Background: an optimization exercise with open tools, aiming at small area and a short achievable clock period. Do not read the settings as production practice. Function was checked by simulation only, so behaviour that the tests miss may differ from the original.

==> flow/design.v <==
package memoryPkg;
	typedef logic [31:0] word_t;
	typedef logic [1:0] byteIndex_t;
	typedef enum logic [2:0] {
		modeNone = 3'd0,
		modeByte = 3'd1,
		modeHalf = 3'd2,
		modeWord = 3'd3
	} accessMode_t;
	parameter word_t displayAddr = 32'd255;
	parameter word_t resetAddrAddr = 32'd259;
	parameter word_t ramBaseAddr = 32'd1024;
	parameter word_t resetAddrDefault = 32'h3FC;
endpackage
`timescale 1ns/1ps
module addressDecoder #(
	parameter int ramWords = 256
) (
	input logic externalSelect,
	input memoryPkg::word_t address,
	input memoryPkg::word_t writeData,
	input memoryPkg::accessMode_t readMode,
	input memoryPkg::accessMode_t writeMode,
	output logic [ramWords-1:0] wordSelect,
	output logic [3:0] laneWrite,
	output memoryPkg::word_t laneData,
	output logic ramRead,
	output logic displayHit,
	output logic resetAddrHit
);
	localparam int indexBits = $clog2(ramWords);
	logic ramHit;
	always_comb begin
		ramHit = externalSelect && (address >= memoryPkg::ramBaseAddr);
		displayHit = externalSelect && (address == memoryPkg::displayAddr);
		resetAddrHit = externalSelect && (address == memoryPkg::resetAddrAddr);
		ramRead = ramHit;
		for (int w = 0; w < ramWords; w++) begin
			wordSelect[w] = (address[indexBits+1:2] == indexBits'(w));
		end
		laneWrite = 4'b0000;
		laneData = writeData;
		case (writeMode)
			memoryPkg::modeByte: begin
				laneWrite = 4'b0001 << address[1:0];
				laneData = {4{writeData[7:0]}};
			end
			memoryPkg::modeHalf: begin
				laneWrite = address[1] ? 4'b1100 : 4'b0011;
				laneData = {2{writeData[15:0]}};
			end
			memoryPkg::modeWord: begin
				laneWrite = 4'b1111;
			end
			default: begin
				laneWrite = 4'b0000;
			end
		endcase
		if (!ramHit) begin
			laneWrite = 4'b0000;
		end
	end
endmodule
`timescale 1ns/1ps
module dataMemory #(
	parameter int ramWords = 256
) (
	input logic clk,
	input logic [ramWords-1:0] wordSelect,
	input logic [3:0] laneWrite,
	input memoryPkg::word_t laneData,
	output memoryPkg::word_t readWord
);
	logic [ramWords-1:0][31:0] mem;
	for (genvar w = 0; w < ramWords; w++) begin : g_word
		for (genvar lane = 0; lane < 4; lane++) begin : g_lane
			always_ff @(posedge clk) begin
				if (wordSelect[w] && laneWrite[lane]) begin
					mem[w][8*lane +: 8] <= laneData[8*lane +: 8];
				end
			end
		end
	end
	always_comb begin
		readWord = '0;
		for (int w = 0; w < ramWords; w++) begin
			readWord = readWord | (mem[w] & {32{wordSelect[w]}});
		end
	end
endmodule
`timescale 1ns/1ps
module ioRegisters (
	input logic clk,
	input logic rst,
	input logic displayHit,
	input logic resetAddrHit,
	input memoryPkg::word_t writeData,
	input memoryPkg::accessMode_t writeMode,
	output memoryPkg::word_t sevenSegmentDisplay,
	output memoryPkg::word_t resetAddress
);
	logic writing;
	always_comb begin
		writing = (writeMode != memoryPkg::modeNone);
	end
	always_ff @(posedge clk or negedge rst) begin
		if (!rst) begin
			sevenSegmentDisplay <= '0;
			resetAddress <= memoryPkg::resetAddrDefault;
		end else begin
			if (writing && displayHit) begin
				sevenSegmentDisplay <= writeData;
			end
			if (writing && resetAddrHit) begin
				resetAddress <= writeData;
			end
		end
	end
endmodule
`timescale 1ns/1ps
module memorySystem #(
	parameter int ramWords = 256
) (
	input logic clk,
	input logic rst,
	input logic externalSelect,
	input memoryPkg::word_t address,
	input memoryPkg::word_t writeData,
	input memoryPkg::accessMode_t readMode,
	input memoryPkg::accessMode_t writeMode,
	input logic unsignedLoad,
	output memoryPkg::word_t readData,
	output memoryPkg::word_t sevenSegmentDisplay,
	output memoryPkg::word_t resetAddress
);
	logic [ramWords-1:0] wordSelect;
	logic [3:0] laneWrite;
	memoryPkg::word_t laneData;
	logic ramRead;
	logic displayHit, resetAddrHit;
	memoryPkg::word_t ramWord;
	addressDecoder #(
		.ramWords(ramWords)
	) decoder (
		.externalSelect(externalSelect),
		.address(address),
		.writeData(writeData),
		.readMode(readMode),
		.writeMode(writeMode),
		.wordSelect(wordSelect),
		.laneWrite(laneWrite),
		.laneData(laneData),
		.ramRead(ramRead),
		.displayHit(displayHit),
		.resetAddrHit(resetAddrHit)
	);
	dataMemory #(
		.ramWords(ramWords)
	) dataRam (
		.clk(clk),
		.wordSelect(wordSelect),
		.laneWrite(laneWrite),
		.laneData(laneData),
		.readWord(ramWord)
	);
	ioRegisters ioRegs (
		.clk(clk),
		.rst(rst),
		.displayHit(displayHit),
		.resetAddrHit(resetAddrHit),
		.writeData(writeData),
		.writeMode(writeMode),
		.sevenSegmentDisplay(sevenSegmentDisplay),
		.resetAddress(resetAddress)
	);
	memoryPkg::word_t mergedWord;
	memoryPkg::word_t wordReg;
	always_comb begin
		for (int lane = 0; lane < 4; lane++) begin
			mergedWord[8*lane +: 8] = laneWrite[lane] ? laneData[8*lane +: 8] : ramWord[8*lane +: 8];
		end
	end
	always_ff @(posedge clk) begin
		wordReg <= mergedWord;
	end
	logic [3:0] byteLane, byteLaneReg;
	logic lowHalf, highHalf, wordLoad;
	logic lowHalfReg, highHalfReg, wordLoadReg;
	logic [3:0] byteSign, byteSignReg;
	logic [1:0] halfSign, halfSignReg;
	logic displayRead, resetAddrRead, displayReadReg, resetAddrReadReg;
	always_comb begin
		logic byteLoad, halfLoad;
		byteLoad = ramRead && (readMode == memoryPkg::modeByte);
		halfLoad = ramRead && (readMode == memoryPkg::modeHalf);
		wordLoad = ramRead && (readMode == memoryPkg::modeWord);
		for (int lane = 0; lane < 4; lane++) begin
			byteLane[lane] = (byteLoad && address[1:0] == 2'(lane)) ||
				(halfLoad && lane == 0 && !address[1]) ||
				(halfLoad && lane == 2 && address[1]) ||
				(wordLoad && lane == 0);
			byteSign[lane] = byteLoad && !unsignedLoad && address[1:0] == 2'(lane);
		end
		lowHalf = (halfLoad && !address[1]) || wordLoad;
		highHalf = halfLoad && address[1];
		halfSign[0] = halfLoad && !unsignedLoad && !address[1];
		halfSign[1] = halfLoad && !unsignedLoad && address[1];
		displayRead = displayHit && (readMode != memoryPkg::modeNone);
		resetAddrRead = resetAddrHit && (readMode != memoryPkg::modeNone);
	end
	always_ff @(posedge clk or negedge rst) begin
		if (!rst) begin
			byteLaneReg <= '0;
			lowHalfReg <= 1'b0;
			highHalfReg <= 1'b0;
			wordLoadReg <= 1'b0;
			byteSignReg <= '0;
			halfSignReg <= '0;
			displayReadReg <= 1'b0;
			resetAddrReadReg <= 1'b0;
		end else begin
			byteLaneReg <= byteLane;
			lowHalfReg <= lowHalf;
			highHalfReg <= highHalf;
			wordLoadReg <= wordLoad;
			byteSignReg <= byteSign;
			halfSignReg <= halfSign;
			displayReadReg <= displayRead;
			resetAddrReadReg <= resetAddrRead;
		end
	end
	always_comb begin
		logic byteSignBit, signBit;
		byteSignBit = |(byteSignReg & {wordReg[31], wordReg[23], wordReg[15], wordReg[7]});
		signBit = byteSignBit | (halfSignReg[0] & wordReg[15]) | (halfSignReg[1] & wordReg[31]);
		readData[7:0] = ({8{byteLaneReg[0]}} & wordReg[7:0]) | ({8{byteLaneReg[1]}} & wordReg[15:8]) |
			({8{byteLaneReg[2]}} & wordReg[23:16]) | ({8{byteLaneReg[3]}} & wordReg[31:24]);
		readData[15:8] = ({8{lowHalfReg}} & wordReg[15:8]) | ({8{highHalfReg}} & wordReg[31:24]) |
			{8{byteSignBit}};
		readData[31:16] = ({16{wordLoadReg}} & wordReg[31:16]) | {16{signBit}};
		readData = readData | ({32{displayReadReg}} & sevenSegmentDisplay) |
			({32{resetAddrReadReg}} & resetAddress);
	end
endmodule
==> flow/run.sh <==
#!/bin/bash
# synth_recipe.tcl (not shown) runs the flow's synth.tcl, then flattens the netlist and writes it again
# the make line also repeats each setting of config.mk as NAME=value (left out here)
make -C /OpenROAD-flow-scripts/flow DESIGN_CONFIG=/design/flow/config.mk WORK_HOME=/design/flow/orfs CLKGATE_MAP_FILE= SYNTH_SCRIPT=/design/flow/synth_recipe.tcl finish
==> flow/config.mk <==
export PLATFORM = sky130hd
export DESIGN_NAME = memorySystem
export DESIGN_NICKNAME = memorySystem
export VERILOG_FILES = /design/flow/design.v
export SDC_FILE = /design/flow/constraint.sdc
export NUM_CORES = 4
export LEC_CHECK = 0
export CAP_MARGIN = 20
export CORE_MARGIN = 2
export CORE_UTILIZATION = 50
export PLACE_DENSITY = 0.65
export SETUP_SLACK_MARGIN = 5
export SLEW_MARGIN = 20
export SYNTH_MEMORY_MAX_BITS = 16384
==> flow/constraint.sdc <==
create_clock -name core_clock -period 9.0 [get_ports {clk}]
set_input_delay 1.8000 -clock core_clock [delete_from_list [all_inputs] [get_ports {clk}]]
set_output_delay 1.8000 -clock core_clock [all_outputs]
set_load 0.01 [all_outputs]
==> run summary <==
[how the worst max path moves through the flow]
stage	from	endpoint	depth (start not counted)
floorplan	writeMode[0]	dataRam.mem[1006]	7
global placement	address[5]	wordReg[10]	11
detailed placement	address[9]	wordReg[28]	10
CTS	wordReg[23]	readData[17]	8
[cell families after synthesis]
kind of cell | share of synthesized area (%)
AO/OA/AOI/OAI | 11.6
XOR/XNOR | 0.00287
multiplexers | 0.290
buffers and inverters | 1.61
AND/OR/NAND/NOR | 5.14
flip-flops | 81.3
[power groups by stage]
stage	Combinational, mW	Clock [mW]	Sequential (mW)
CTS	3.36	34.3	43.1
detailed placement	3.02	0	43.9
global placement	2.98	0	43.9
floorplan	0.948	0	43.8
[per-stage QoR]
stage	utilization (%)	hold slack [ps]	instance area [um^2]	setup WS (ps)
3_3_place_gp	54.5	502	333000	179
4_1_cts	61.4	511	375000	4220
3_5_place_dp	54.7	503	334000	1490
2_1_floorplan	-	492	306000	3260
[repair_timing]
item / CTS
pin swaps: 427
cloned: 35
setup endpoints to repair: 10300
endpoints found under the hold margin: 0
gates resized for setup: 1293
buffers inserted: 700
[routing by layer]
metal  overflow  global-route usage, %
met5         15                   69.5
met4        248                   79.7
met3         90                   79.6
met2        294                   92.1
met1         80                   86.8
==> results.ini <==
[run_status]
status=aborted with a tool error
haltStage=global routing
error_line=[ERROR GRT-0116] Global routing finished with congestion. Check the congestion regions in the DRC Viewer.

[logic_synthesis]
synth_edf_count=8192
synth_most_common_cell=edfxtp_1
async_reset_ff_share_pct=0.951
ys_top_cells_by_area=edfxtp_1 (80%), a22oi_1 (8.0%), nor2_1 (1.7%)
ys_ff_latch=8303
syn-num-nets=17700
synthesis.instances=17700
yosys_warnings=4
synth-seq-area-share_pct=81.3
yosysUniqueCellTypes=75
yosysTopAreaCell=edfxtp_1
yosysTopAreaCellShare_pct=80.5
synth_commonest_cells=edfxtp_1 (8192), a22oi_1 (3259), nor2_1 (1419)
syn_area_per_cell_um2=17.3
yosys_most_used_dff=edfxtp_1
synth_area_um2=306000

[floorplan]
fp-row-count=287
fp.dieW_um=786
die_h_um=786
initial_core_util_pct=50.1
ioPinCount=170

[clocking]
ctsHoldBuffers=0
cts_max_path_buffers=4
clock-sinks=8303
cts-root-buf=clkbuf_16
htreeDepth=6
cts_buffers=833

[placement]
dp.cells=26700
gp_congestion=1.35
dp_hpwl_mm=1650
portBuffers=169

[global_route]
overflow=727
grt_pass1_wl_mm=3320
grt_pass1_vias=258000
grt_max_degree=201
grt_usage_pct=85.3

